From an optimization exercise on the open Yosys and OpenROAD flow, aimed at small area, a short achievable clock period and few clock cycles per item; shortcuts taken in it are not production practice. The RTL was checked by simulation tests, not by an equivalence proof against the original design. Power is estimated from default activity; no workload was simulated.

==> inputs of amber <==
## rps_top
module rps_top (
    input  logic        i_clk,
    input  logic        i_rst_n,
    input  logic        i_in_valid,
    output logic        o_in_ready,
    input  logic [1:0]  i_in_action,
    input  logic [15:0] i_in_word,
    input  logic [7:0]  i_in_index,
    output logic        o_out_valid,
    input  logic        i_out_ready,
    output logic [7:0]  o_out_element,
    output logic        o_out_complete,
    output logic        o_out_error,
    input  logic        i_cfg_valid,
    output logic        o_cfg_ready,
    input  logic [7:0]  i_cfg_data
);
    rps_pkg::t_in  in_data;
    rps_pkg::t_out out_data;
    assign in_data.action      = i_in_action;
    assign in_data.random_word = i_in_word;
    assign in_data.read_index  = i_in_index;
    random_permutation_shuffler #(
        .FIELD_SIZE (256),
        .WORD_BITS  (16)
    ) u_core (
        .i_clk       (i_clk),
        .i_rst_n     (i_rst_n),
        .i_in_valid  (i_in_valid),
        .o_in_ready  (o_in_ready),
        .i_in_data   (in_data),
  ...
==> flow/config.mk <==
export PLATFORM = sky130hd
export DESIGN_NAME = rps_top
export DESIGN_NICKNAME = rps_top
export VERILOG_FILES = /design/flow/design.v
export SDC_FILE = /design/flow/constraint.sdc
export NUM_CORES = 4
export LEC_CHECK = 0
export CAP_MARGIN = 20
export CELL_PAD_IN_SITES_DETAIL_PLACEMENT = 1
export CELL_PAD_IN_SITES_GLOBAL_PLACEMENT = 1
export CORE_MARGIN = 2
export CORE_UTILIZATION = 25
export CTS_CLUSTER_DIAMETER = 80
export CTS_CLUSTER_SIZE = 30
export PLACE_DENSITY = 0.4
export SETUP_SLACK_MARGIN = 5.0
export SLEW_MARGIN = 20
==> flow/constraint.sdc <==
create_clock -name core_clock -period 8.0 [get_ports {i_clk}]
set_input_delay 1.6000 -clock core_clock [delete_from_list [all_inputs] [get_ports {i_clk}]]
set_output_delay 1.6000 -clock core_clock [all_outputs]
set_load 0.01 [all_outputs]
run.sh (not shown) runs the stock make flow with config.mk's settings and CLKGATE_MAP_FILE= SYNTH_SCRIPT=/design/flow/synth_recipe.tcl, a recipe that flattens the netlist after the stock synthesis.
==> inputs of pepper, as changes to amber <==
--- a/flow/design.v
+++ b/flow/design.v
@@ -13,42 +13,47 @@
         logic       shuffle_complete;
         logic       error_flag;
     } t_out;
     localparam int DIV_STAGES = 8;
 endpackage
 `timescale 1ns / 1ps
 module rps_ram (
-    input  logic        i_clk,
-    input  logic [15:0] i_rd_lo,
-    input  logic [15:0] i_rd_hi,
-    output logic [7:0]  o_rdata,
-    input  logic [15:0] i_wa_lo,
-    input  logic [15:0] i_wa_hi,
-    input  logic [7:0]  i_wa_data,
-    input  logic [15:0] i_wb_lo,
-    input  logic [15:0] i_wb_hi,
-    input  logic [7:0]  i_wb_data
+    input  logic       i_clk,
+    input  logic [7:0] i_raddr,
+    output logic [7:0] o_rdata,
+    input  logic       i_we,
+    input  logic [7:0] i_wa_addr,
+    input  logic [7:0] i_wa_data,
+    input  logic [7:0] i_wb_addr,
+    input  logic [7:0] i_wb_data
 );
     logic [255:0][7:0] r_mem;
+    logic [15:0] rd_hi, rd_lo, wa_hi, wa_lo, wb_hi, wb_lo;
+    assign rd_hi = 16'd1 << i_raddr[7:4];
+    assign rd_lo = 16'd1 << i_raddr[3:0];
+    assign wa_hi = i_we ? (16'd1 << i_wa_addr[7:4]) : 16'd0;
+    assign wa_lo = 16'd1 << i_wa_addr[3:0];
+    assign wb_hi = i_we ? (16'd1 << i_wb_addr[7:4]) : 16'd0;
+    assign wb_lo = 16'd1 << i_wb_addr[3:0];
     logic [15:0][7:0] rd_grp;
     always_comb begin
         for (int g = 0; g < 16; g++) begin
             rd_grp[g] = '0;
             for (int i = 0; i < 16; i++) begin
-                rd_grp[g] = rd_grp[g] | ({8{i_rd_lo[i]}} & r_mem[16 * g + i]);
+                rd_grp[g] = rd_grp[g] | ({8{rd_lo[i]}} & r_mem[16 * g + i]);
             end
         end
         o_rdata = '0;
-        for (int g = 0; g < 16; g++) o_rdata = o_rdata | ({8{i_rd_hi[g]}} & rd_grp[g]);
+        for (int g = 0; g < 16; g++) o_rdata = o_rdata | ({8{rd_hi[g]}} & rd_grp[g]);
     end
     always_ff @(posedge i_clk) begin
         for (int i = 0; i < 256; i++) begin
             logic sa, sb;
-            sa = i_wa_hi[i / 16] & i_wa_lo[i % 16];
-            sb = i_wb_hi[i / 16] & i_wb_lo[i % 16];
+            sa = wa_hi[i / 16] & wa_lo[i % 16];
+            sb = wb_hi[i / 16] & wb_lo[i % 16];
             r_mem[i] <= ~(({8{sa}} & ~i_wa_data) | ({8{sb}} & ~i_wb_data) |
                           ({8{!(sa || sb)}} & ~r_mem[i]));
         end
     end
 endmodule
 `timescale 1ns / 1ps
 module rps_divider #(
@@ -264,15 +269,15 @@
     output logic          o_out_valid,
     input  logic          i_out_ready,
     output rps_pkg::t_out o_out_data,
     input  logic          i_cfg_valid,
     output logic          o_cfg_ready,
     input  logic [7:0]    i_cfg_data
 );
-    localparam int CREDITS = rps_pkg::DIV_STAGES + 5;
+    localparam int CREDITS = rps_pkg::DIV_STAGES + 4;
     localparam int QDEPTH  = CREDITS - 1;
     localparam int QW      = $clog2(QDEPTH);
     localparam int CW      = $clog2(CREDITS + 1);
     logic          r_ready;
     logic          r_in_valid;
     rps_pkg::t_in  r_in;
     logic          in_fire;
@@ -338,70 +343,48 @@
         .i_e3    (f_e3),
         .i_tag   (f_tag),
         .o_valid (d_valid),
         .o_rem   (d_rem),
         .o_s     (d_s),
         .o_tag   (d_tag)
     );
-    logic        r_d_valid, r_d_sh, r_d_rd, r_d_cpl, r_d_err;
-    logic        r_d_fresh, r_d_hit_a, r_d_hit_b;
-    logic [7:0]  r_d_a, r_d_s;
-    logic [15:0] r_d_a_lo, r_d_a_hi, r_d_s_lo, r_d_s_hi;
-    always_ff @(posedge i_clk) begin
-        if (!i_rst_n) r_d_valid <= 1'b0;
-        else          r_d_valid <= d_valid;
-        r_d_sh    <= d_tag[4];
-        r_d_rd    <= d_tag[3];
-        r_d_cpl   <= d_tag[1];
-        r_d_err   <= d_tag[0];
-        r_d_fresh <= d_tag[4] ? (d_rem == d_s) : d_tag[2];
-        r_d_hit_a <= r_d_valid && r_d_sh && (d_rem == r_d_s);
-        r_d_hit_b <= r_d_valid && r_d_sh && (d_rem == r_d_a);
-        r_d_a     <= d_rem;
-        r_d_s     <= d_s;
-        r_d_a_lo  <= 16'd1 << d_rem[3:0];
-        r_d_a_hi  <= 16'd1 << d_rem[7:4];
-        r_d_s_lo  <= 16'd1 << d_s[3:0];
-        r_d_s_hi  <= 16'd1 << d_s[7:4];
-    end
-    logic [7:0]  r_w_s, r_w_a;
-    logic [15:0] r_w_s_lo, r_w_s_hi, r_w_v_lo, r_w_v_hi;
-    logic [7:0]  mem_rdata;
-    logic [7:0]  val;
+    logic       r_w_en;      
+    logic [7:0] r_w_s, r_w_v, r_w_a;
+    logic [7:0] mem_rdata;
+    logic       fresh, hit_a, hit_b;
+    logic [7:0] val;
     rps_ram u_table (
         .i_clk     (i_clk),
-        .i_rd_lo   (r_d_a_lo),
-        .i_rd_hi   (r_d_a_hi),
+        .i_raddr   (d_rem),
         .o_rdata   (mem_rdata),
-        .i_wa_lo   (r_w_s_lo),
-        .i_wa_hi   (r_w_s_hi),
+        .i_we      (r_w_en),
+        .i_wa_addr (r_w_s),
         .i_wa_data (r_w_a),
-        .i_wb_lo   (r_w_v_lo),
-        .i_wb_hi   (r_w_v_hi),
+        .i_wb_addr (r_w_v),
         .i_wb_data (r_w_s)
     );
-    assign val = r_d_fresh ? r_d_a : (r_d_hit_a ? r_w_a : (r_d_hit_b ? r_w_s : mem_rdata));
+    assign fresh = d_tag[4] ? (d_rem == d_s) : d_tag[2];
+    assign hit_a = r_w_en && (d_rem == r_w_s);
+    assign hit_b = r_w_en && (d_rem == r_w_v);
+    assign val   = fresh ? d_rem : (hit_a ? r_w_a : (hit_b ? r_w_s : mem_rdata));
     logic r_res_valid, r_res_rd, r_res_cpl, r_res_err;
     always_ff @(posedge i_clk) begin
         if (!i_rst_n) begin
-            r_w_s_hi    <= '0;
-            r_w_v_hi    <= '0;
+            r_w_en      <= 1'b0;
             r_res_valid <= 1'b0;
         end else begin
-            r_w_s_hi    <= (r_d_valid && r_d_sh) ? r_d_s_hi : 16'd0;
-            r_w_v_hi    <= (r_d_valid && r_d_sh) ? r_d_a_hi : 16'd0;
-            r_res_valid <= r_d_valid;
+            r_w_en      <= d_valid && d_tag[4];
+            r_res_valid <= d_valid;
         end
-        r_w_s_lo  <= r_d_s_lo;
-        r_w_v_lo  <= r_d_a_lo;
-        r_w_s     <= r_d_s;
+        r_w_s     <= d_s;
+        r_w_v     <= d_rem;
         r_w_a     <= val;
-        r_res_rd  <= r_d_rd;
-        r_res_cpl <= r_d_cpl;
-        r_res_err <= r_d_err;
+        r_res_rd  <= d_tag[3];
+        r_res_cpl <= d_tag[1];
+        r_res_err <= d_tag[0];
     end
     rps_pkg::t_out push_data;
     assign push_data.element_value    = r_res_rd ? r_w_a : 8'd0;
     assign push_data.shuffle_complete = r_res_cpl;
     assign push_data.error_flag       = r_res_err;
     logic [QDEPTH-1:0][9:0] r_q;
     logic [QDEPTH-1:0]      r_q_wr, r_q_rd;      
CTS_CLUSTER_DIAMETER = default   (was 80)
CTS_CLUSTER_SIZE = default   (was 30)
SETUP_SLACK_MARGIN = 4.5   (was 5.0)
==> run notes <==
Sequential power: amber is higher than pepper (about 10%).
Against pepper, the first-iteration DRC count of amber is smaller by 24%.
In pepper the sequential share of layout area is lower than in amber, by 4.0 points.
Against pepper, the power of amber is lower by 18%.
Between pepper and amber, the lower die area is in pepper (gap about 1.3%, measured against amber).
Synthesized cell count: amber is lower than pepper (about 1.5%).
Against pepper, the setup slack of amber is better by 0.55 ns.
Against pepper, the utilization of amber is lower by 1.5 points.
Testbench counts of amber, summed over its fixed seeds: cycles 8,280, requests 8,184.
Testbench counts of pepper, summed over its fixed seeds: cycles 8,272, requests 8,184.

[separate check: timing with driven ports]
No port has a modelled driver above. Below, the same layouts with a new extraction and two added sets of constraints.
Step 1 (the two cells are an assumption about what drives the block):
set clk [get_ports {i_clk}]
set_driving_cell -lib_cell sky130_fd_sc_hd__clkbuf_16 $clk
set_driving_cell -lib_cell sky130_fd_sc_hd__buf_2 [delete_from_list [all_inputs] $clk]
Step 2 also shifts input and output timing later by t, the mid clock arrival at the registers, as if the neighbouring blocks saw the same clock.
Slacks: ideal ports / drivers / drivers and shift; pairs: ideal ports / drivers.
| run | t (ns) | setup slack, ns | pins driven straight from the clock port |
|---|---|---|---|
| amber | 1.082 | 4.527 / 4.527 / 4.061 | 1 |
| pepper | 1.125 | 3.973 / 3.973 / 3.830 | 1 |
After both steps every run listed still meets setup and hold. The setup slack of amber, which loses most, moves by 0.000 ns with the drivers and by -0.466 ns with both steps.
